Context: an optimization exercise on an open-source flow, tuned for small area, a short achievable clock period and few clock cycles. The choices shown serve that exercise and are no tape-out recipe.
The RTL was checked by simulation tests, not by an equivalence proof against the original design.
Power and IR drop assume default switching activity.

==> trial 27 <==
Design attn_top, start of the top module:
module attn_top (
    input  wire logic         I_CLK,
    input  wire logic         I_RST_N,
    input  wire logic         i_attn_start,
    input  wire logic         i_sa_vld,
    input  wire logic [127:0] i_sa_result,
    output logic              o_sa_start,
    output logic [127:0]      o_mat_1,
    output logic [127:0]      o_mat_2,
    output logic [127:0]      o_data_load,
    output logic              o_data_vld,
    output logic [127:0]      o_att_data,
    input  wire logic         i_bram_rd_vld,
    input  wire logic [127:0] i_bram_rd_mat,
    input  wire logic         i_bram_wr_done,
    output logic              o_rd_ena,
    output logic              o_wr_ena,
    output logic [1:0]        o_bram_sel_mat,
    output logic [0:0]        o_bram_sel_line,
    output logic [0:0]        o_bram_sel_col
);
export LEC_CHECK = 0
export CAP_MARGIN = 20
export CORE_MARGIN = 2
export CORE_UTILIZATION = 40
export GPL_ROUTABILITY_DRIVEN = 0
export SETUP_SLACK_MARGIN = 2.0
export SLEW_MARGIN = 20
create_clock -name core_clock -period 4.0 [get_ports {I_CLK}]
standard.sh (not shown) runs the stock make flow with config.mk's settings and CLKGATE_MAP_FILE= SYNTH_SCRIPT=/design/flow/synth_recipe.tcl, a recipe that flattens the netlist after the stock synthesis.
==> flow/flow/run.sh <==
#!/bin/bash
# Standard ORFS layout with these placement/CTS tweaks:
#  - port buffers use buf_2 (each port still gets its own buffer);
#  - after global placement, each output port's buffer is moved next to the
#    cell that drives it (outbuf_near.tcl), so the register drives a short
#    wire and the buffer drives the long one; detailed placement then
#    legalizes as usual;
#  - clock tree synthesis with ORFS's default arguments but without the
#    dummy loads it adds for balancing.
set -euo pipefail
export BUFFER_PORTS_ARGS="-buffer_cell sky130_fd_sc_hd__buf_2"
export POST_GLOBAL_PLACE_TCL="$PWD/flow/outbuf_near.tcl"
export CTS_ARGS="-sink_clustering_enable -repair_clock_nets -dont_use_dummy_load"
bash standard.sh > standard_flow.log 2>&1
==> flow/flow/outbuf_near.tcl <==
# Move each output port's buffer next to the cell that drives it, so the
# driving register sees a short wire and the buffer drives the long one.
set n 0
foreach bt [[ord::get_db_block] getBTerms] {
  if {[$bt getIoType] != "OUTPUT"} continue
  set net [$bt getNet]
  set buf ""
  foreach it [$net getITerms] { if {[$it isOutputSignal]} { set buf [$it getInst] } }
  if {$buf == ""} continue
  set drv ""
  foreach it [$buf getITerms] {
    if {[$it isInputSignal]} {
      set n2 [$it getNet]
      if {$n2 == "NULL"} continue
      foreach it2 [$n2 getITerms] { if {[$it2 isOutputSignal]} { set drv [$it2 getInst] } }
    }
  }
  if {$drv == ""} continue
  set loc [$drv getLocation]
  $buf setLocation [lindex $loc 0] [lindex $loc 1]
  incr n
}
puts "moved $n output buffers next to their drivers"
==> inputs of trial 44, as changes to trial 27 <==
--- a/flow/design.v
+++ b/flow/design.v
@@ -126,38 +126,40 @@
     logic       sc_copy;         
     logic       sc_zero;         
     logic       m_end;
     logic       s_end;
     logic [1:0] m_age;           
     logic [1:0] s_age;           
+    logic [4:0] ccap;            
     logic [5:0] mdone;           
     logic       f_st;            
     logic       f_stb;           
+    logic       f_capa;          
+    logic       f_capb;          
     logic       f_na;            
     logic       f_nb;            
-    logic ld_a, ld_b, ld_bt, ld_d;           
-    logic rs_d, rs_a3, rs_w;                 
-    logic do_copy, do_zero;
     logic mem_ans;
     logic mem_free;
     logic sa_free;
+    logic sa_ans;
     logic active;
     logic mem_go;
     logic start_go;              
     logic sa_go;                 
     logic rd_q, wr_q, st_q;
     logic dv_q;                  
     logic dep_ok;
     logic need_ok;
     logic last_done;
     assign mem_ans  = (rd_q && i_bram_rd_vld) || (wr_q && i_bram_wr_done);
     assign mem_free = !mem_busy || mem_ans;
+    assign sa_ans   = sa_busy && i_sa_vld;
     assign sa_free  = !sa_busy || i_sa_vld;
     assign active   = running;
     assign start_go = i_attn_start && !running;
-    assign dep_ok    = mc_nodep || (mc_cap ? (f_st && !(rs_w && !i_sa_vld)) : (f_st || (sa_go && f_stb)));
+    assign dep_ok    = mc_nodep || (mc_cap ? (f_capa || (i_sa_vld && f_capb)) : (f_st || (sa_go && f_stb)));
     assign need_ok   = f_na || (mem_ans && f_nb);
     assign mem_go    = active && mem_free && m_age[1] && !m_end && dep_ok;
     assign sa_go     = active && sa_free && s_age[1] && !s_end && need_ok;
     assign last_done = m_end && mem_ans;
     always_ff @(posedge I_CLK) begin
         mc_wr    <= m_wr;
@@ -179,33 +181,41 @@
             default:    sc_dst <= RES_W;
         endcase
         sc_copy  <= (spc[2:0] == 3'd5);
         sc_zero  <= (spc[1:0] == 2'd3);
         f_st   <= sa_go   ? (spc >= mc_dep)    : (spc > mc_dep);
         f_stb  <= sa_go   ? (spc == mc_depm)   : (spc == mc_dep);
+        f_capa <= sa_ans  ? (ccap >= mc_dep)   : (ccap > mc_dep);
+        f_capb <= sa_ans  ? (ccap == mc_depm)  : (ccap == mc_dep);
         f_na   <= mem_ans ? (mdone >= sc_need) : (mdone > sc_need);
         f_nb   <= mem_ans ? (mdone == sc_needm) : (mdone == sc_need);
     end
     always_ff @(posedge I_CLK or negedge I_RST_N) begin
         if (!I_RST_N) begin
+            ccap  <= '0;
             mdone <= '0;
             m_age <= 2'd2;
             s_age <= 2'd2;
         end else begin
             if (last_done) begin
+                ccap  <= '0;
                 mdone <= '0;
             end else begin
+                if (sa_ans)  ccap  <= ccap + 5'd1;
                 if (mem_ans) mdone <= mdone + 6'd1;
             end
             if (mem_go)              m_age <= '0;
             else if (start_go)       m_age <= 2'd1;
             else if (!m_age[1])      m_age <= m_age + 2'd1;
             if (sa_go)               s_age <= '0;
             else if (!s_age[1])      s_age <= s_age + 2'd1;
         end
     end
+    logic ld_a, ld_b, ld_bt, ld_d;           
+    logic rs_d, rs_a3, rs_w;                 
+    logic do_copy, do_zero;
     always_ff @(posedge I_CLK or negedge I_RST_N) begin
         if (!I_RST_N) begin
             running         <= 1'b0;
             mpc             <= '0;
             spc             <= '0;
             mem_busy        <= 1'b0;
@@ -305,16 +315,20 @@
         else if (rs_a3)
             a_q <= res3;
         if (ld_b)
             b_q <= i_bram_rd_mat;
         else if (ld_bt)
             b_q <= rd_t;
-        if (do_zero || ld_d || rs_d || do_copy)
-            d_q <= ({128{ld_d}} & i_bram_rd_mat) |
-                   ({128{rs_d}} & i_sa_result) |
-                   ({128{do_copy}} & w_q);
+        if (do_zero)
+            d_q <= '0;                         
+        else if (ld_d)
+            d_q <= i_bram_rd_mat;
+        else if (rs_d)
+            d_q <= i_sa_result;
+        else if (do_copy)
+            d_q <= w_q;                        
         if (rs_w)
             w_q <= i_sa_result;
     end
     assign o_rd_ena    = rd_q;
     assign o_wr_ena    = wr_q;
     assign o_sa_start  = st_q;
==> flow/flow/run.sh (replaced) <==
#!/bin/bash
# Standard ORFS layout with two placement tweaks:
#  - port buffers use buf_2 (each port still gets its own buffer);
#  - after global placement, each output port's buffer is moved next to the
#    cell that drives it (outbuf_near.tcl), so the register drives a short
#    wire and the buffer drives the long one; detailed placement then
#    legalizes as usual.
set -euo pipefail
export BUFFER_PORTS_ARGS="-buffer_cell sky130_fd_sc_hd__buf_2"
export POST_GLOBAL_PLACE_TCL="$PWD/flow/outbuf_near.tcl"
bash standard.sh > standard_flow.log 2>&1
==> notes.md <==
Outcome: trial 44 no timing/DRC/antenna violations; trial 27 no timing/DRC/antenna violations
Number of sequential cells: trial 44 598; trial 27 591
Number of standard-cell rows in the floorplan: trial 44 98; trial 27 97
Overall die area: trial 44 0.07486 mm^2; trial 27 0.07265 mm^2
Final period demand of the worst path: trial 44 2010 ps; trial 27 2025 ps
Metal-1 WL: trial 44 47.35 mm; trial 27 41.49 mm
Area used by multi-input combinational logic: trial 44 0.01242 mm^2; trial 27 0.01003 mm^2
Met3 track utilization from global routing: trial 44 7.965%; trial 27 9.600%
Timing-limited maximum frequency: trial 44 497.5 MHz; trial 27 493.9 MHz
Fraction of layout cells with a size suffix above 1: trial 44 38.93%; trial 27 39.44%
Post-route insts no fill: trial 44 4297; trial 27 3911
Wire length per cell after detailed routing: trial 44 28.43 um; trial 27 28.06 um
Number of buffers added by the clock tree synthesis step: trial 44 69; trial 27 68
Worst slack after detailed placement: trial 44 1055 ps; trial 27 1445 ps
Non-clk invs: trial 44 100; trial 27 225
Post-synthesis cell type count: trial 44 69; trial 27 81
Final hold slack: trial 44 212.6 ps; trial 27 361.2 ps
Clock tree sinks: trial 44 598; trial 27 591
Testbench counts of trial 27, summed over its fixed seeds: cycles 8,704.
Testbench counts of trial 44, summed over its fixed seeds: cycles 8,704.

========
==> 03-21 <==
attn_top, a different RTL version from the one above (not shown whole).
==> flow/config.mk <==
export PLATFORM = sky130hd
export DESIGN_NAME = attn_top
export DESIGN_NICKNAME = attn_top
export VERILOG_FILES = /design/flow/design.v
export SDC_FILE = /design/flow/constraint.sdc
export NUM_CORES = 4
export LEC_CHECK = 0
export CAP_MARGIN = 20
export CORE_MARGIN = 2
export CORE_UTILIZATION = 40
export SETUP_SLACK_MARGIN = 2.0
export SLEW_MARGIN = 20
==> flow/constraint.sdc <==
create_clock -name core_clock -period 4.0 [get_ports {I_CLK}]
set_input_delay 0.8000 -clock core_clock [delete_from_list [all_inputs] [get_ports {I_CLK}]]
set_output_delay 0.8000 -clock core_clock [all_outputs]
set_load 0.01 [all_outputs]
==> flow/flow/run.sh <==
#!/bin/bash
# Standard ORFS layout; the only change is the cell used for the port
# buffers (buf_2 instead of the default pick), so each port still gets
# its own buffer.
set -euo pipefail
export BUFFER_PORTS_ARGS="-buffer_cell sky130_fd_sc_hd__buf_2"
bash standard.sh > standard_flow.log 2>&1
==> inputs of 04-10, as changes to 03-21 <==
--- a/flow/design.v
+++ b/flow/design.v
@@ -140,21 +140,25 @@
     logic mem_ans;
     logic mem_free;
     logic sa_free;
     logic sa_ans;
     logic active;
     logic mem_go;
-    logic sa_go;
+    logic start_go;              
+    logic sa_go;                 
+    logic rd_q, wr_q, st_q;
+    logic dv_q;                  
     logic dep_ok;
     logic need_ok;
     logic last_done;
-    assign mem_ans  = mem_busy && (mem_wr ? i_bram_wr_done : i_bram_rd_vld);
+    assign mem_ans  = (rd_q && i_bram_rd_vld) || (wr_q && i_bram_wr_done);
     assign mem_free = !mem_busy || mem_ans;
     assign sa_ans   = sa_busy && i_sa_vld;
     assign sa_free  = !sa_busy || i_sa_vld;
-    assign active   = running || i_attn_start;
+    assign active   = running;
+    assign start_go = i_attn_start && !running;
     assign dep_ok    = mc_nodep || (mc_cap ? (f_capa || (i_sa_vld && f_capb)) : (f_st || (sa_go && f_stb)));
     assign need_ok   = f_na || (mem_ans && f_nb);
     assign mem_go    = active && mem_free && m_age[1] && !m_end && dep_ok;
     assign sa_go     = active && sa_free && s_age[1] && !s_end && need_ok;
     assign last_done = m_end && mem_ans;
     always_ff @(posedge I_CLK) begin
@@ -197,12 +201,13 @@
                 mdone <= '0;
             end else begin
                 if (sa_ans)  ccap  <= ccap + 5'd1;
                 if (mem_ans) mdone <= mdone + 6'd1;
             end
             if (mem_go)              m_age <= '0;
+            else if (start_go)       m_age <= 2'd1;
             else if (!m_age[1])      m_age <= m_age + 2'd1;
             if (sa_go)               s_age <= '0;
             else if (!s_age[1])      s_age <= s_age + 2'd1;
         end
     end
     logic ld_a, ld_b, ld_bt, ld_d;           
@@ -212,65 +217,75 @@
         if (!I_RST_N) begin
             running         <= 1'b0;
             mpc             <= '0;
             spc             <= '0;
             mem_busy        <= 1'b0;
             mem_wr          <= 1'b0;
-            o_rd_ena        <= 1'b0;
-            o_wr_ena        <= 1'b0;
+            rd_q            <= 1'b0;
+            wr_q            <= 1'b0;
             o_bram_sel_mat  <= 2'd0;
             o_bram_sel_line <= 1'b0;
             o_bram_sel_col  <= 1'b0;
             sa_busy         <= 1'b0;
-            o_sa_start      <= 1'b0;
-            o_data_vld      <= 1'b0;
+            st_q            <= 1'b0;
+            dv_q            <= 1'b0;
             ld_a            <= 1'b0;
             ld_b            <= 1'b0;
             ld_bt           <= 1'b0;
             ld_d            <= 1'b0;
             rs_d            <= 1'b0;
             rs_a3           <= 1'b0;
             rs_w            <= 1'b0;
             do_copy         <= 1'b0;
             do_zero         <= 1'b1;
         end else begin
-            o_data_vld <= last_done;
-            if (i_attn_start) running <= 1'b1;
+            if (start_go) running <= 1'b1;
             if (last_done) begin
                 running  <= 1'b0;
                 mpc      <= '0;
                 spc      <= '0;
-                mem_busy <= 1'b0;
-                o_rd_ena <= 1'b0;
-                o_wr_ena <= 1'b0;
+                mem_busy        <= 1'b0;
+                rd_q            <= 1'b0;
+                wr_q            <= 1'b0;
+                o_bram_sel_mat  <= 2'd0;     
+                o_bram_sel_line <= 1'b0;
+                o_bram_sel_col  <= 1'b0;
+            end else if (start_go) begin
+                mpc             <= 6'd1;
+                mem_busy        <= 1'b1;
+                mem_wr          <= 1'b0;
+                rd_q            <= 1'b1;
             end else if (mem_go) begin
                 mpc             <= mpc + 6'd1;
                 mem_busy        <= 1'b1;
                 mem_wr          <= mc_wr;
-                o_rd_ena        <= !mc_wr;
-                o_wr_ena        <= mc_wr;
+                rd_q            <= !mc_wr;
+                wr_q            <= mc_wr;
                 o_bram_sel_mat  <= mc_mat;
                 o_bram_sel_line <= mc_line;
                 o_bram_sel_col  <= mc_col;
             end else if (mem_ans) begin
                 mem_busy <= 1'b0;
-                o_rd_ena <= 1'b0;
-                o_wr_ena <= 1'b0;
+                rd_q     <= 1'b0;
+                wr_q     <= 1'b0;
             end
-            if (mem_go) begin
+            if (start_go) begin
+                ld_a  <= 1'b1;
+            end else if (mem_go) begin
                 ld_a  <= !mc_wr && (mc_dst == DST_A);
                 ld_b  <= !mc_wr && (mc_dst == DST_B);
                 ld_bt <= !mc_wr && (mc_dst == DST_BT);
                 ld_d  <= !mc_wr && (mc_dst == DST_D);
             end else if (mem_ans) begin
                 ld_a  <= 1'b0;
                 ld_b  <= 1'b0;
                 ld_bt <= 1'b0;
                 ld_d  <= 1'b0;
             end
-            o_sa_start <= sa_go;
+            st_q       <= sa_go;
+            dv_q       <= last_done;
             do_copy    <= sa_go && sc_copy;
             do_zero    <= (sa_go && sc_zero) || !running || last_done;
             if (sa_go) begin
                 spc     <= spc + 5'd1;
                 sa_busy <= 1'b1;
                 rs_d    <= (sc_dst == RES_D);
@@ -311,12 +326,16 @@
             d_q <= i_sa_result;
         else if (do_copy)
             d_q <= w_q;                        
         if (rs_w)
             w_q <= i_sa_result;
     end
+    assign o_rd_ena    = rd_q;
+    assign o_wr_ena    = wr_q;
+    assign o_sa_start  = st_q;
+    assign o_data_vld  = dv_q;
     assign o_mat_1     = a_q;
     assign o_mat_2     = b_q;
     assign o_data_load = d_q;
     assign o_att_data  = w_q;
 endmodule
 `default_nettype wire
==> flow/flow/run.sh (replaced) <==
#!/bin/bash
# Standard ORFS layout with two placement tweaks:
#  - port buffers use buf_2 (each port still gets its own buffer);
#  - after global placement, each output port's buffer is moved next to the
#    cell that drives it (outbuf_near.tcl), so the register drives a short
#    wire and the buffer drives the long one; detailed placement then
#    legalizes as usual.
set -euo pipefail
export BUFFER_PORTS_ARGS="-buffer_cell sky130_fd_sc_hd__buf_2"
export POST_GLOBAL_PLACE_TCL="$PWD/flow/outbuf_near.tcl"
bash standard.sh > standard_flow.log 2>&1
==> flow/flow/outbuf_near.tcl (new file) <==
# Move each output port's buffer next to the cell that drives it, so the
# driving register sees a short wire and the buffer drives the long one.
set n 0
foreach bt [[ord::get_db_block] getBTerms] {
  if {[$bt getIoType] != "OUTPUT"} continue
  set net [$bt getNet]
  set buf ""
  foreach it [$net getITerms] { if {[$it isOutputSignal]} { set buf [$it getInst] } }
  if {$buf == ""} continue
  set drv ""
  foreach it [$buf getITerms] {
    if {[$it isInputSignal]} {
      set n2 [$it getNet]
      if {$n2 == "NULL"} continue
      foreach it2 [$n2 getITerms] { if {[$it2 isOutputSignal]} { set drv [$it2 getInst] } }
    }
  }
  if {$drv == ""} continue
  set loc [$drv getLocation]
  $buf setLocation [lindex $loc 0] [lindex $loc 1]
  incr n
}
puts "moved $n output buffers next to their drivers"
- SETUP_SLACK_MARGIN: 2.0 -> 2.1
==> inputs of 12-18, as changes to 03-21 <==
--- a/flow/design.v
+++ b/flow/design.v
@@ -140,21 +140,25 @@
     logic mem_ans;
     logic mem_free;
     logic sa_free;
     logic sa_ans;
     logic active;
     logic mem_go;
-    logic sa_go;
+    logic start_go;              
+    logic sa_go;                 
+    logic rd_q, wr_q, st_q;
+    logic dv_q;                  
     logic dep_ok;
     logic need_ok;
     logic last_done;
-    assign mem_ans  = mem_busy && (mem_wr ? i_bram_wr_done : i_bram_rd_vld);
+    assign mem_ans  = (rd_q && i_bram_rd_vld) || (wr_q && i_bram_wr_done);
     assign mem_free = !mem_busy || mem_ans;
     assign sa_ans   = sa_busy && i_sa_vld;
     assign sa_free  = !sa_busy || i_sa_vld;
-    assign active   = running || i_attn_start;
+    assign active   = running;
+    assign start_go = i_attn_start && !running;
     assign dep_ok    = mc_nodep || (mc_cap ? (f_capa || (i_sa_vld && f_capb)) : (f_st || (sa_go && f_stb)));
     assign need_ok   = f_na || (mem_ans && f_nb);
     assign mem_go    = active && mem_free && m_age[1] && !m_end && dep_ok;
     assign sa_go     = active && sa_free && s_age[1] && !s_end && need_ok;
     assign last_done = m_end && mem_ans;
     always_ff @(posedge I_CLK) begin
@@ -197,12 +201,13 @@
                 mdone <= '0;
             end else begin
                 if (sa_ans)  ccap  <= ccap + 5'd1;
                 if (mem_ans) mdone <= mdone + 6'd1;
             end
             if (mem_go)              m_age <= '0;
+            else if (start_go)       m_age <= 2'd1;
             else if (!m_age[1])      m_age <= m_age + 2'd1;
             if (sa_go)               s_age <= '0;
             else if (!s_age[1])      s_age <= s_age + 2'd1;
         end
     end
     logic ld_a, ld_b, ld_bt, ld_d;           
@@ -212,65 +217,75 @@
         if (!I_RST_N) begin
             running         <= 1'b0;
             mpc             <= '0;
             spc             <= '0;
             mem_busy        <= 1'b0;
             mem_wr          <= 1'b0;
-            o_rd_ena        <= 1'b0;
-            o_wr_ena        <= 1'b0;
+            rd_q            <= 1'b0;
+            wr_q            <= 1'b0;
             o_bram_sel_mat  <= 2'd0;
             o_bram_sel_line <= 1'b0;
             o_bram_sel_col  <= 1'b0;
             sa_busy         <= 1'b0;
-            o_sa_start      <= 1'b0;
-            o_data_vld      <= 1'b0;
+            st_q            <= 1'b0;
+            dv_q            <= 1'b0;
             ld_a            <= 1'b0;
             ld_b            <= 1'b0;
             ld_bt           <= 1'b0;
             ld_d            <= 1'b0;
             rs_d            <= 1'b0;
             rs_a3           <= 1'b0;
             rs_w            <= 1'b0;
             do_copy         <= 1'b0;
             do_zero         <= 1'b1;
         end else begin
-            o_data_vld <= last_done;
-            if (i_attn_start) running <= 1'b1;
+            if (start_go) running <= 1'b1;
             if (last_done) begin
                 running  <= 1'b0;
                 mpc      <= '0;
                 spc      <= '0;
-                mem_busy <= 1'b0;
-                o_rd_ena <= 1'b0;
-                o_wr_ena <= 1'b0;
+                mem_busy        <= 1'b0;
+                rd_q            <= 1'b0;
+                wr_q            <= 1'b0;
+                o_bram_sel_mat  <= 2'd0;     
+                o_bram_sel_line <= 1'b0;
+                o_bram_sel_col  <= 1'b0;
+            end else if (start_go) begin
+                mpc             <= 6'd1;
+                mem_busy        <= 1'b1;
+                mem_wr          <= 1'b0;
+                rd_q            <= 1'b1;
             end else if (mem_go) begin
                 mpc             <= mpc + 6'd1;
                 mem_busy        <= 1'b1;
                 mem_wr          <= mc_wr;
-                o_rd_ena        <= !mc_wr;
-                o_wr_ena        <= mc_wr;
+                rd_q            <= !mc_wr;
+                wr_q            <= mc_wr;
                 o_bram_sel_mat  <= mc_mat;
                 o_bram_sel_line <= mc_line;
                 o_bram_sel_col  <= mc_col;
             end else if (mem_ans) begin
                 mem_busy <= 1'b0;
-                o_rd_ena <= 1'b0;
-                o_wr_ena <= 1'b0;
+                rd_q     <= 1'b0;
+                wr_q     <= 1'b0;
             end
-            if (mem_go) begin
+            if (start_go) begin
+                ld_a  <= 1'b1;
+            end else if (mem_go) begin
                 ld_a  <= !mc_wr && (mc_dst == DST_A);
                 ld_b  <= !mc_wr && (mc_dst == DST_B);
                 ld_bt <= !mc_wr && (mc_dst == DST_BT);
                 ld_d  <= !mc_wr && (mc_dst == DST_D);
             end else if (mem_ans) begin
                 ld_a  <= 1'b0;
                 ld_b  <= 1'b0;
                 ld_bt <= 1'b0;
                 ld_d  <= 1'b0;
             end
-            o_sa_start <= sa_go;
+            st_q       <= sa_go;
+            dv_q       <= last_done;
             do_copy    <= sa_go && sc_copy;
             do_zero    <= (sa_go && sc_zero) || !running || last_done;
             if (sa_go) begin
                 spc     <= spc + 5'd1;
                 sa_busy <= 1'b1;
                 rs_d    <= (sc_dst == RES_D);
@@ -311,12 +326,16 @@
             d_q <= i_sa_result;
         else if (do_copy)
             d_q <= w_q;                        
         if (rs_w)
             w_q <= i_sa_result;
     end
+    assign o_rd_ena    = rd_q;
+    assign o_wr_ena    = wr_q;
+    assign o_sa_start  = st_q;
+    assign o_data_vld  = dv_q;
     assign o_mat_1     = a_q;
     assign o_mat_2     = b_q;
     assign o_data_load = d_q;
     assign o_att_data  = w_q;
 endmodule
 `default_nettype wire
==> flow/flow/run.sh (replaced) <==
#!/bin/bash
# Standard ORFS layout with two placement tweaks:
#  - port buffers use buf_2 (each port still gets its own buffer);
#  - after global placement, each output port's buffer is moved next to the
#    cell that drives it (outbuf_near.tcl), so the register drives a short
#    wire and the buffer drives the long one; detailed placement then
#    legalizes as usual.
set -euo pipefail
export BUFFER_PORTS_ARGS="-buffer_cell sky130_fd_sc_hd__buf_2"
export POST_GLOBAL_PLACE_TCL="$PWD/flow/outbuf_near.tcl"
bash standard.sh > standard_flow.log 2>&1
==> flow/flow/outbuf_near.tcl (new file) <==
# Move each output port's buffer next to the cell that drives it, so the
# driving register sees a short wire and the buffer drives the long one.
set n 0
foreach bt [[ord::get_db_block] getBTerms] {
  if {[$bt getIoType] != "OUTPUT"} continue
  set net [$bt getNet]
  set buf ""
  foreach it [$net getITerms] { if {[$it isOutputSignal]} { set buf [$it getInst] } }
  if {$buf == ""} continue
  set drv ""
  foreach it [$buf getITerms] {
    if {[$it isInputSignal]} {
      set n2 [$it getNet]
      if {$n2 == "NULL"} continue
      foreach it2 [$n2 getITerms] { if {[$it2 isOutputSignal]} { set drv [$it2 getInst] } }
    }
  }
  if {$drv == ""} continue
  set loc [$drv getLocation]
  $buf setLocation [lindex $loc 0] [lindex $loc 1]
  incr n
}
puts "moved $n output buffers next to their drivers"
- CORE_UTILIZATION: 40 -> 55
- PLACE_DENSITY: unset -> 0.7
==> notes <==
12-18 finished with timing, DRC and antenna clean. 04-10 completed with no timing, DRC or antenna violations. 03-21 passed the timing, design-rule and antenna checks.
Of 12-18 and 03-21, 12-18 has the higher via count (gap about 2.5%, measured against 03-21).
Sequential power is about the same in 04-10 and 12-18.
Worst setup slack: 03-21 is lower than 04-10 (0.12 ns).
Total power: 12-18 < 03-21 < 04-10.
Clock power: 03-21 > 04-10 > 12-18.
==> figures <==
GR Layer Usage met2: 12-18 0.609; 03-21 0.489; 04-10 0.499
Status: 12-18 finished clean; 03-21 finished clean; 04-10 finished clean
Count of multi-input combinational gates: 12-18 1,617; 03-21 1,644; 04-10 1,617
Sequential cell area: 12-18 16,100 um^2; 03-21 16,100 um^2; 04-10 16,200 um^2
Number of cells on the critical path: 12-18 4; 03-21 1; 04-10 1
Clock latency reported for the late side of the worst-skew pair: 12-18 0.61 ns; 03-21 0.62 ns; 04-10 0.61 ns
Highest ir drop seen on vdd: 12-18 0.000859 V; 03-21 0.000595 V; 04-10 0.000543 V
TritonCTS sink count: 12-18 598; 03-21 599; 04-10 598
Count of inverters not on the clock network in the layout: 12-18 100; 03-21 114; 04-10 100
Post-Synth Simple-Gate Area: 12-18 0.103; 03-21 0.104; 04-10 0.103
Internal power summed over all cells: 12-18 0.0178 W; 03-21 0.0183 W; 04-10 0.0189 W
Sum of routed wire segments on met1: 12-18 42,300 um; 03-21 44,500 um; 04-10 48,200 um
Testbench counts of 03-21, summed over its fixed seeds: cycles 8,704.
Testbench counts of 04-10, summed over its fixed seeds: cycles 8,704.
Testbench counts of 12-18, summed over its fixed seeds: cycles 8,704.

==> separate check: timing with driven ports <==
The results above use ideal ports. As a check the final layouts listed here were re-extracted and re-timed, cells and wires unchanged. Step 1 assumes that a clkbuf_16 drives the clock port and a buf_2 every other input. Step 2 times the ports against the registers' clock, not the clock port: input delays grow and output delays shrink by t, the midpoint of the rising clock arrivals with the driver on. a / b / c = ideal / step 1 / step 2; a / b = the first two.
run	t (ns)	setup slack, ns	worst setup path at the end	worst slew at a driven data input, ns	cell pins on the clock port's net
trial 27	0.649	1.975 / 1.913 / 1.413	input to register	0.19	1
trial 44	0.672	1.990 / 1.924 / 1.405	input to register	0.16	1
03-21	0.672	1.895 / 1.832 / 1.436	input to register	0.15	1
04-10	0.666	2.011 / 1.944 / 1.499	input to register	0.13	1
12-18	0.661	1.969 / 1.942 / 1.386	input to register	0.15	1
After both steps every run listed still meets setup and hold. The setup slack of trial 44, which loses most, moves by -0.066 ns with the drivers and by -0.585 ns with both steps.
